Source: an optimization exercise on an open RTL-to-GDS flow (aim: small area and a short achievable clock period). Production flows keep margins and buffers that such runs may drop.
Function was checked by simulation only, so behaviour that the tests miss may differ from the original.
Power is estimated from default activity; no workload was simulated.

==> design/flow/config.mk <==
export PLATFORM = sky130hd
export DESIGN_NAME = bus_target_mem
export DESIGN_NICKNAME = bus_target_mem
export VERILOG_FILES = /design/flow/design.v
export SDC_FILE = /design/flow/constraint.sdc
export NUM_CORES = 4
export LEC_CHECK = 0
export CAP_MARGIN = 20
export CORE_MARGIN = 2
export CORE_UTILIZATION = 50
export SETUP_SLACK_MARGIN = 0.2
export SLEW_MARGIN = 20
export SYNTH_HIERARCHICAL = 1
export SYNTH_MINIMUM_KEEP_SIZE = 0
==> design/flow/constraint.sdc <==
create_clock -name core_clock -period 6.3 [get_ports {clk}]
set_input_delay 1.2600 -clock core_clock [delete_from_list [all_inputs] [get_ports {clk}]]
set_output_delay 1.2600 -clock core_clock [all_outputs]
set_load 0.01 [all_outputs]
==> design/flow/design.v <==
module bus_target_mem #(
   parameter int AW        = 8,
   parameter int DW        = 8,
   parameter int WAIT_CYC  = 2,
   parameter int BURST_LEN = 4
) (
   input  logic          clk,
   input  logic          rst_n,
   input  logic          req,
   input  logic          start,
   input  logic [1:0]    mode,
   input  logic [AW-1:0] addr,
   input  logic [DW-1:0] data_in,
   output logic          gnt,
   output logic          rdy,
   output logic [DW-1:0] data_out,
   output logic          data_oe
   ,output logic         err
);
   localparam int NW = 1 << AW;
   logic          st_g, st_w1, st_w2, st_r;
   logic [AW-1:0] rptr;        
   logic [1:0]    mode_lat;
   logic [DW-1:0] data_lat;
   logic [1:0]    bcnt;        
   logic          wrapped;     
   logic          rdy_q, oe_q, err_q;
   logic [DW-1:0] dout_q;
   logic [DW-1:0] mem [0:NW-1];
   logic          is_brd, last_beat, st_idle, beat_nx, step;
   logic [NW-1:0] sel;
   logic [DW-1:0] rdata;
   assign is_brd    = (mode_lat == 2'b10);
   assign last_beat = !is_brd || (bcnt == 2'd3);
   assign st_idle   = !(st_g || st_w1 || st_w2 || st_r);
   assign beat_nx   = st_w2 || (st_r && !last_beat);
   assign step      = beat_nx && is_brd;
   logic [15:0]   plo_n, phi_n, phiw_n;
   logic [NW-1:0] we;
   logic          wr_now;
   assign wr_now = st_r && (mode_lat == 2'b01);
   always_comb begin
      for (int j = 0; j < 16; j++) begin
         plo_n[j]  = !(rptr[3:0] == 4'(j));
         phi_n[j]  = !(rptr[7:4] == 4'(j));
         phiw_n[j] = !(rptr[7:4] == 4'(j) && wr_now);
      end
   end
   for (genvar i = 0; i < NW; i++) begin : g_row
      btm_nor2 u_sel (.a(plo_n[i%16]), .b(phi_n[i/16]),  .y(sel[i]));
      btm_nor2 u_we  (.a(plo_n[i%16]), .b(phiw_n[i/16]), .y(we[i]));
   end
   localparam int NG = (NW + 2) / 3;     
   for (genvar b = 0; b < DW; b++) begin : g_rbit
      logic [NG-1:0] l1_n;               
      for (genvar g = 0; g < NG; g++) begin : g_aoi
         localparam int I0 = 3*g, I1 = 3*g+1, I2 = 3*g+2;
         btm_aoi222 u_aoi (
            .a1(sel[I0]),                     .a2(mem[I0][b]),
            .b1(I1 < NW ? sel[I1 % NW] : 1'b0), .b2(mem[I1 % NW][b]),
            .c1(I2 < NW ? sel[I2 % NW] : 1'b0), .c2(mem[I2 % NW][b]),
            .y(l1_n[g]));
      end
      btm_or_tree #(.N(NG)) u_or (.in_n(l1_n), .y(rdata[b]));
   end
   always_ff @(posedge clk or negedge rst_n) begin
      if (!rst_n) begin
         st_g   <= 1'b0;
         st_w1  <= 1'b0;
         st_w2  <= 1'b0;
         st_r   <= 1'b0;
         rdy_q  <= 1'b0;
         oe_q   <= 1'b0;
         err_q  <= 1'b0;
         dout_q <= '0;
      end else begin
         st_g   <= req && (st_idle || (st_g && !start) || (st_r && last_beat));
         st_w1  <= st_g && start;
         st_w2  <= st_w1;
         st_r   <= beat_nx;
         rdy_q  <= beat_nx;
         oe_q   <= beat_nx && !mode_lat[0];
         err_q  <= beat_nx && (mode_lat == 2'b11 || (is_brd && wrapped));
         dout_q <= (beat_nx && !mode_lat[0]) ? rdata : '0;
      end
   end
   always_ff @(posedge clk) begin
      if (st_g) begin
         rptr     <= addr;
         data_lat <= data_in;
      end else if (step) begin
         rptr     <= rptr + AW'(1);
      end
   end
   always_ff @(posedge clk or negedge rst_n) begin
      if (!rst_n) begin
         mode_lat <= 2'b00;
         bcnt     <= 2'd0;
         wrapped  <= 1'b0;
      end else if (st_g) begin
         mode_lat <= mode;
         bcnt     <= 2'd0;
         wrapped  <= 1'b0;
      end else begin
         if (st_r && !last_beat) bcnt <= bcnt + 2'd1;
         if (step && rptr == '1) wrapped <= 1'b1;
      end
   end
   always_ff @(posedge clk) begin
      for (int i = 0; i < NW; i++)
         if (we[i]) mem[i] <= data_lat;
   end
   assign gnt      = st_g;
   assign rdy      = rdy_q;
   assign data_oe  = oe_q;
   assign data_out = dout_q;
   assign err      = err_q;
endmodule
module btm_nor2 (input logic a, input logic b, output logic y);
   assign y = !(a || b);
endmodule
module btm_aoi222 (
   input  logic a1, a2, b1, b2, c1, c2,
   output logic y
);
   assign y = !((a1 && a2) || (b1 && b2) || (c1 && c2));
endmodule
module btm_nand4 (input logic a, b, c, d, output logic y);
   assign y = !(a && b && c && d);
endmodule
module btm_nor4 (input logic a, b, c, d, output logic y);
   assign y = !(a || b || c || d);
endmodule
module btm_or_tree #(parameter int N = 86) (
   input  logic [N-1:0] in_n,
   output logic         y
);
   if (N == 1) begin : g_leaf
      assign y = !in_n[0];
   end else begin : g_node
      localparam int M = (N + 3) / 4;
      logic [M-1:0] mid;                 
      logic [M-1:0] mid_n;
      logic [4*M-1:0] pad;
      assign pad = {{(4*M-N){1'b1}}, in_n};
      for (genvar k = 0; k < M; k++) begin : g_nand
         btm_nand4 u (.a(pad[4*k]), .b(pad[4*k+1]), .c(pad[4*k+2]), .d(pad[4*k+3]), .y(mid[k]));
      end
      if (M == 1) begin : g_top
         assign y = mid[0];
      end else begin : g_up
         localparam int Q = (M + 3) / 4;
         logic [4*Q-1:0] pad2;
         logic [Q-1:0]   lo_n;           
         assign pad2 = {{(4*Q-M){1'b0}}, mid};
         for (genvar k = 0; k < Q; k++) begin : g_nor
            btm_nor4 u (.a(pad2[4*k]), .b(pad2[4*k+1]), .c(pad2[4*k+2]), .d(pad2[4*k+3]), .y(lo_n[k]));
         end
         btm_or_tree #(.N(Q)) u_next (.in_n(lo_n), .y(y));
      end
   end
endmodule
==> design/flow/run.sh <==
#!/bin/bash
# synth_recipe.tcl (not shown) runs the flow's synth.tcl, then flattens the netlist and writes it again
# the make line also repeats each setting of config.mk as NAME=value (left out here)
make -C /OpenROAD-flow-scripts/flow DESIGN_CONFIG=/design/flow/config.mk WORK_HOME=/design/flow/orfs CLKGATE_MAP_FILE= SYNTH_SCRIPT=/design/flow/synth_recipe.tcl finish
==> run notes, run 1 <==
Layout Cells excl Fill 6168; internal power 22790 µW; Die Ht 389.1 µm; Slew headroom 17.39%; number of cell rows 141; Tot Pwr 30240 µW; number of fill cells 11037; RSZ-0062 raised after global routing no; Slew @ Worst Pin 1.239 ns; CTS sink count 2083; Total GRT Usage 25.85%; final-report hold violation count 0; Die Wd 389.1 µm; total CTS buffers 203; Starting DRT DRC Count 8126; setup total negative slack 0 ns; post-DP HPWL 120.8 mm; CTS resizes 0; drt pass-1 iters 8; max-cap violation count 0; largest net degree at the start of global routing 215; VDD IR max 453.7 µV; Port Buffers 33; Initial Util 50.28%; DRT Wirelength 198.7 mm; leak pwr 0.02525 µW; WP data required 7.00 ns; Clock Power Share 37.7%; ys flop type edfxtp_1; Yosys reg bits 2083; gp weighted congestion 0.8680; Post-CTS Setup Bufs 0; Netlist Area Pre-Place 74150 µm²; Worst setup SP type register; share of cells above drive strength 1 9.958%; critical path class reg2reg; top post-synthesis cells by area edfxtp_1 (84%), a222oi_1 (9.3%), nor2_1 (2.6%); # DRC 0; number of global-route vias before repair 40236; Clock Path Buffers 3; Distinct cells, synth 40; setup violators final 0; grt ovf 0; Worst-path clk slew 0.06 ns; Worst Clk Skew 0.04296 ns; design area 84060 µm²; Syn Area/Cell 19.93 µm²; Period Utilization, post-route 86.07%; Hold WC Path Type reg2reg; Post-CTS Hold Buffers 0; status complete, no violations; global-route wire length before repair 284.2 mm; Ys Warns 9; PwrDens 359.7 nW/µm²; Fmax achieved 184.4 MHz; CTS tree yes; net switching power 7452 µW; drt wl/cell 32.22 µm; ANT cells 0; Worst-Skew Late Latency 0.83 ns; sequential fraction of design power 52.6%; post-synth top area share 83.59%; Area growth, synth to finish 13.36%; ys async rst share 0.9121%; root buf cell clkbuf_16; number of synthesized flops with an enable pin 2064; area leader, netlist edfxtp_1; Crit path arrival time 6.12 ns; IO Pins 34; # nets final 4101; Comb power frac 9.7%; post-route ant nets 0; Syn Inst Count 3720; fin util 56.99%; die area 151400 µm²; Worst setup EP type register; Cells after DPL 5797; Vias 41978; Max Slew Vio Count 0; initial antenna violation count 7; dpl cell area 77760 µm²; switch share 24.64%; Seq/Total Area, Yosys 84.23%; minimum clock period 5.423 ns; area of the core 147500 µm²; Vias/cell 6.806; H-tree Lvls 4; Crit Path Max Fanout 21
## power groups by stage
| stage | clock network [µW] | logic (µW) | registers, µW |
|---|---|---|---|
| 6_report | 11400 | 2930 | 15900 |
| 5_1_grt | 12100 | 3010 | 15900 |
| 4_1_cts | 11600 | 2900 | 15900 |
| 3_5_place_dp | 0 | 2900 | 16200 |
| 3_3_place_gp | 0 | 2860 | 16200 |
| 2_1_floorplan | 0 | 935 | 16500 |
## synthesized netlist by cell type (6+ instances only)
cell type / number
nor2b_1: 7
edfxtp_1: 2064
a222oi_1: 688
nor4_2: 56
o21ai_0: 6
nand2_1: 48
nand3_1: 10
nor2_1: 522
dfrtp_1: 19
inv_1: 17
and2_1: 9
nand4_1: 193
conb_1: 33
## per-module statistics from Yosys, one instance, submodules excluded, a selection
module / flip-flops and latches / copies in the design / cells inside
btm_nor2: 0 / 512 / 1
bus_target_mem: 2083 / 1 / 2232
btm_aoi222: 0 / 688 / 1
btm_nand4: 0 / 192 / 1
btm_nor4: 0 / 56 / 1
## placed cells by master (no fill, tap or decap), types with 10 or more instances in the layout
cell and n:
nand2_1 36, nand2_2 11, conb_1 80, clkbuf_16 207
nor2_1 522, nand4_1 193, edfxtp_1 2064, clkbuf_1 63
dfrtp_1 19, clkinv_1 41, clkdlybuf4s50_1 33, buf_12 10
a222oi_1 688, buf_4 67, clkinv_2 27, nor4_2 56
inv_1 16
## worst paths after layout
kind / from / endpoint / slack (ns) / cells after the start
hold reg to reg: st_w1$_DFF_PN0_ / st_w2$_DFF_PN0_ / 0.39 / 0
min in group asynchronous: rst_n / dout_q[3]$_DFF_PN0_ / 0.85 / 2
setup reg to reg: rptr[0]$_DFFE_PP_ / dout_q[3]$_DFF_PN0_ / 0.88 / 12
setup / recovery: rptr[0]$_DFFE_PP_ / dout_q[3]$_DFF_PN0_ / 0.88 / 12
hold / removal: st_w1$_DFF_PN0_ / st_w2$_DFF_PN0_ / 0.39 / 0
max in group asynchronous: rst_n / st_w1$_DFF_PN0_ / 5.10 / 2
## per-layer routing
metal / global-route usage, % / routed length [µm] / share of wire, %
met1: 38.50 / 80860 / 41
met2: 39.15 / 91370 / 46
met3: 5.585 / 21960 / 11
met4: 6.512 / 4501 / 2.3
met5: 0 / 34 / 0.017
## metrics by stage
step           setup WS [ns]  hold WS [ns]
6_report              0.8773        0.3860
3_5_place_dp           1.035        0.3720
3_3_place_gp           1.015        0.3597
5_1_grt               0.7770        0.4141
2_1_floorplan          2.254        0.3553
4_1_cts               0.9901        0.3854
## sequential cells by signal (all words and copies together) (netlist names), 2 cells and up
name,count
mem,2048
data_lat,8
dout_q,8
rptr,8
bcnt,2
mode_lat,2
## cell families after synthesis
logic type	after synthesis	share of synthesized area, %
DFF	2083	84.23
and+or+nand+nor	861	5.823
AOI/OAI and AO/OA	704	9.434
other	33	0.1671
buffers and inverters	27	0.1721
adders and majority gates	5	0.08437
xor gates and xnor gates	4	0.04726
muxes	3	0.04387
## cell type report
| type | instances | area (µm²) | area share [%] |
|---|---|---|---|
| Inverter | 17 | 63.81 | 0.07591 |
| Multi-Input combinational cell | 1657 | 11790 | 14.03 |
| Tap cell | 1930 | 2415 | 2.873 |
| Sequential cell | 2083 | 62450 | 74.30 |
| Timing Repair Buffer | 112 | 1089 | 1.295 |
| Clock inverter | 92 | 730.7 | 0.8693 |
| Clock buffer | 277 | 5513 | 6.558 |
## critical path: stages (launching register included)
cell      delay [ns]
edfxtp_1        0.48
ha_1            0.36
and3_2          0.30
inv_2           0.65
buf_4           0.33
nor2_1          0.16
a222oi_1        0.53
nand4_1         0.35
nor4_2          1.01
nand4_1         0.47
nor4_2          0.41
inv_1           0.08
and2_1          0.15
==> run 2, diff against run 1 <==
--- a/design/flow/config.mk
+++ b/design/flow/config.mk
@@ -8,7 +8,7 @@
 export CAP_MARGIN = 20
 export CORE_MARGIN = 2
 export CORE_UTILIZATION = 50
-export SETUP_SLACK_MARGIN = 0.2
+export SETUP_SLACK_MARGIN = 3.8
 export SLEW_MARGIN = 20
 export SYNTH_HIERARCHICAL = 1
 export SYNTH_MINIMUM_KEEP_SIZE = 0
==> run 2 against run 1 <==
Net effect: final area grew 5.9%; first-iteration DRC count fell by 4.5%; wire length grew 5.3%; final cell count grew 3.0%; still clean; clock power rose by 4%; sequential share of layout area is 4.1 points lower; combinational power is 48% higher; largest cell class unchanged; critical endpoint is now dout_q[2]$_DFF_PN0_; clock-buffer cell count is 23 lower; flip-flop and latch count is the same; synthesized cell count unchanged; critical path type unchanged; global-route usage rose by 1.3 points; utilization rose by 3.3 points.
==> run notes, run 2 <==
FF-to-FF Start rptr[1]$_DFFE_PP_; ys async rst share 0.9121%; Die Ht 389.1 µm; CTS sink count 2083; Synth top cells by count edfxtp_1 (2064), a222oi_1 (688), nor2_1 (522); buffers and inverters on the worst path 4; most frequent CP cell nand4_1; design area 88990 µm²; Worst setup EP type register; Worst setup SP type register; number of synthesized flops with an enable pin 2064; Worst Clk Skew 0.03601 ns; largest net degree at the start of global routing 184; Starting DRT DRC Count 7758; number of cell rows 141; R2R Setup Slk 2.25 ns; leak pwr 0.02696 µW; CTS tree yes; Slew headroom 29.51%; drt pass-1 iters 10; drt wl/cell 32.94 µm; worst hold path startpoint st_w1$_DFF_PN0_; max-cap violation count 0; RSZ-0062 raised after global routing yes; IO Pins 34; Slew @ Worst Pin 1.057 ns; Initial Util 50.28%; grt ovf 0; total CTS buffers 203; Worst R2R End dout_q[2]$_DFF_PN0_; Worst-Skew Late Latency 0.85 ns; post-DP HPWL 119.3 mm; Vias/cell 6.792; critical path class reg2reg; Vias 43127; WP data required 7.02 ns; commonest non-fill, non-tap cell in the layout edfxtp_1; Clock Path Buffers 3; number of fill cells 10440; # DRC 0; Seq/Total Area, Yosys 84.23%; global-route wire length before repair 294.6 mm; FF/Latch Area 62460 µm²; final-report hold violation count 0; hold path endpoint st_w2$_DFF_PN0_; # nets final 4277; Netlist Area Pre-Place 74150 µm²; Port Buffers 33; Syn Area/Cell 19.93 µm²; max FFs per register 2048; die area 151400 µm²; most common cell in the netlist edfxtp_1; most frequent cells in the layout edfxtp_1 (2064), a222oi_1 (688), nor2_1 (208), clkbuf_16 (203), nand4_1 (193); worst reg2reg path depth 13; Fmax achieved 246.7 MHz; Period Utilization, post-route 64.35%; Worst-path clk slew 0.06 ns; H-tree Lvls 4; Distinct cells, synth 40; largest reg by FF count mem; gp weighted congestion 0.8302; slowest stage delay, CP 0.57 ns; Yosys reg bits 2083; Slowest-stage cell, CP a222oi_1; Worst path top cell family by delay simple AND/OR/NAND/NOR gates; share of cells above drive strength 1 22.63%; Crit path arrival time 4.77 ns; Post-CTS Hold Buffers 0; area of the core 147500 µm²; initial antenna violation count 5; VDD IR max 284.5 µV; status complete, no violations; Ys Warns 9; post-route ant nets 0; area leader, netlist edfxtp_1; area occupied by multi-input gates 14410 µm²; setup total negative slack 0 ns; PwrDens 360.0 nW/µm²; post-synth top area share 83.59%; minimum clock period 4.054 ns; hold path depth 0; dpl cell area 77950 µm²; ys flop type edfxtp_1; Area growth, synth to finish 20.01%; Syn Inst Count 3720; setup violators final 0; Max Slew Vio Count 0; critical-path cell list ha_4, and3_4, clkinvlp_4, buf_4, buf_12, nor2_4, a222oi_1, nand4_1, nor4_4, nand4_1, nor4_2, inv_1, and2_1; Crit Path Max Fanout 8; root buf cell clkbuf_16; Die Wd 389.1 µm; Levels on crit path 13; number of global-route vias before repair 40747; top post-synthesis cells by area edfxtp_1 (84%), a222oi_1 (9.3%), nor2_1 (2.6%); DRT Wirelength 209.2 mm; Total GRT Usage 27.13%; Tot Pwr 32030 µW; Hold WC Path Type reg2reg
## run 2: where the power goes
group	internal, µW	switching [µW]	leakage (µW)
sequential	15800	121	0.0188
combinational	1190	3130	0.00498
clock	6660	5130	0.00318
total	23600	8390	0.0270
## run 2: metrics by stage
| step | hold slack [ns] | utilization, % | setup slack, ns | instances |
|---|---|---|---|---|
| CTS | 0.3929 | 59.16 | 2.332 | 6274 |
| global route | 0.4079 | 60.33 | 2.246 | 6349 |
| finish | 0.3896 | 60.33 | 2.246 | 6350 |
| detailed placement | 0.3761 | 52.85 | 1.197 | 5775 |
| global placement | 0.3779 | 52.84 | 1.084 | 5774 |
| floorplan | 0.3553 | - | 2.254 | 3767 |
## run 2: timing repair
item	4_1_cts	5_1_grt
buffers inserted	117	74
endpoints found under the setup margin	2068	1821
gates cloned	8	0
resized for setup	476	229
pin swaps	118	96
## run 2: cell families after synthesis
group           after synthesis  share of synthesized area (%)
compound gates              704                          9.434
flops                      2083                          84.23
buf+inv                      27                         0.1721
mux                           3                        0.04387
other cells                  33                         0.1671
xor+xnor                      4                        0.04726
simple gates                861                          5.823
fa+ha+maj                     5                        0.08437
## run 2: area by class of cell
| class | count | share of cell area [%] |
|---|---|---|
| Antenna cell | 1 | 0.002812 |
| Clock buffer | 254 | 6.059 |
| Clock inverter | 120 | 1.285 |
| Inverter | 17 | 0.08015 |
| Multi-Input combinational cell | 1665 | 16.19 |
| Sequential cell | 2083 | 70.20 |
| Tap cell | 1930 | 2.714 |
| Timing Repair Buffer | 280 | 3.470 |
## run 2: routing by layer
| metal | up-vias | track usage (%) | routed length [µm] | part of all wire, % |
|---|---|---|---|---|
| met5 | - | 0 | 48 | 0.023 |
| met4 | 8 | 7.942 | 5476 | 2.6 |
| met3 | 302 | 6.495 | 24480 | 12 |
| met2 | 2678 | 41.08 | 96930 | 46 |
| met1 | 22272 | 39.46 | 82260 | 39 |
| li1 | 17867 | - | - | - |
## run 2: worst max path at each step
stage | start | end
4_1_cts | rptr[1]$_DFFE_PP_ | dout_q[2]$_DFF_PN0_
5_1_grt | rptr[1]$_DFFE_PP_ | dout_q[2]$_DFF_PN0_
6_report | rptr[1]$_DFFE_PP_ | dout_q[2]$_DFF_PN0_
3_5_place_dp | rptr[2]$_DFFE_PP_ | dout_q[2]$_DFF_PN0_
3_3_place_gp | rptr[3]$_DFFE_PP_ | dout_q[2]$_DFF_PN0_
2_1_floorplan | data_lat[0]$_DFFE_PP_ | mem[0][0]$_DFFE_PP_
## run 2: per-module statistics from Yosys, one instance, submodules excluded, a selection
module / cell area [µm²] / times used
btm_aoi222: 10.01 / 688
btm_nand4: 6.256 / 192
btm_nor2: 3.754 / 512
btm_nor4: 12.51 / 56
bus_target_mem: 63290 / 1

[afterwards: timing with drivers on the ports]
No port has a modelled driver above. Below, the same layouts with a new extraction and two added sets of constraints.
Step 1 assumes that a clkbuf_16 drives the clock port and a buf_2 every other input.
Step 2, shift: input delay + t, output delay - t, t = (earliest + latest rising clock arrival at the registers) / 2. This alone moves slack from input paths to output paths.
Three values: no drivers, after step 1, after step 2; two values: the first two.
| run | t (ns) | setup WS [ns] | hold slack, ns |
|---|---|---|---|
| run 1 | 0.887 | 0.877 / 0.877 / 0.877 | 0.386 / 0.386 / 0.386 |
| run 2 | 0.917 | 2.246 / 2.246 / 2.246 | 0.390 / 0.390 / 0.390 |
After both steps every run listed still meets setup and hold.
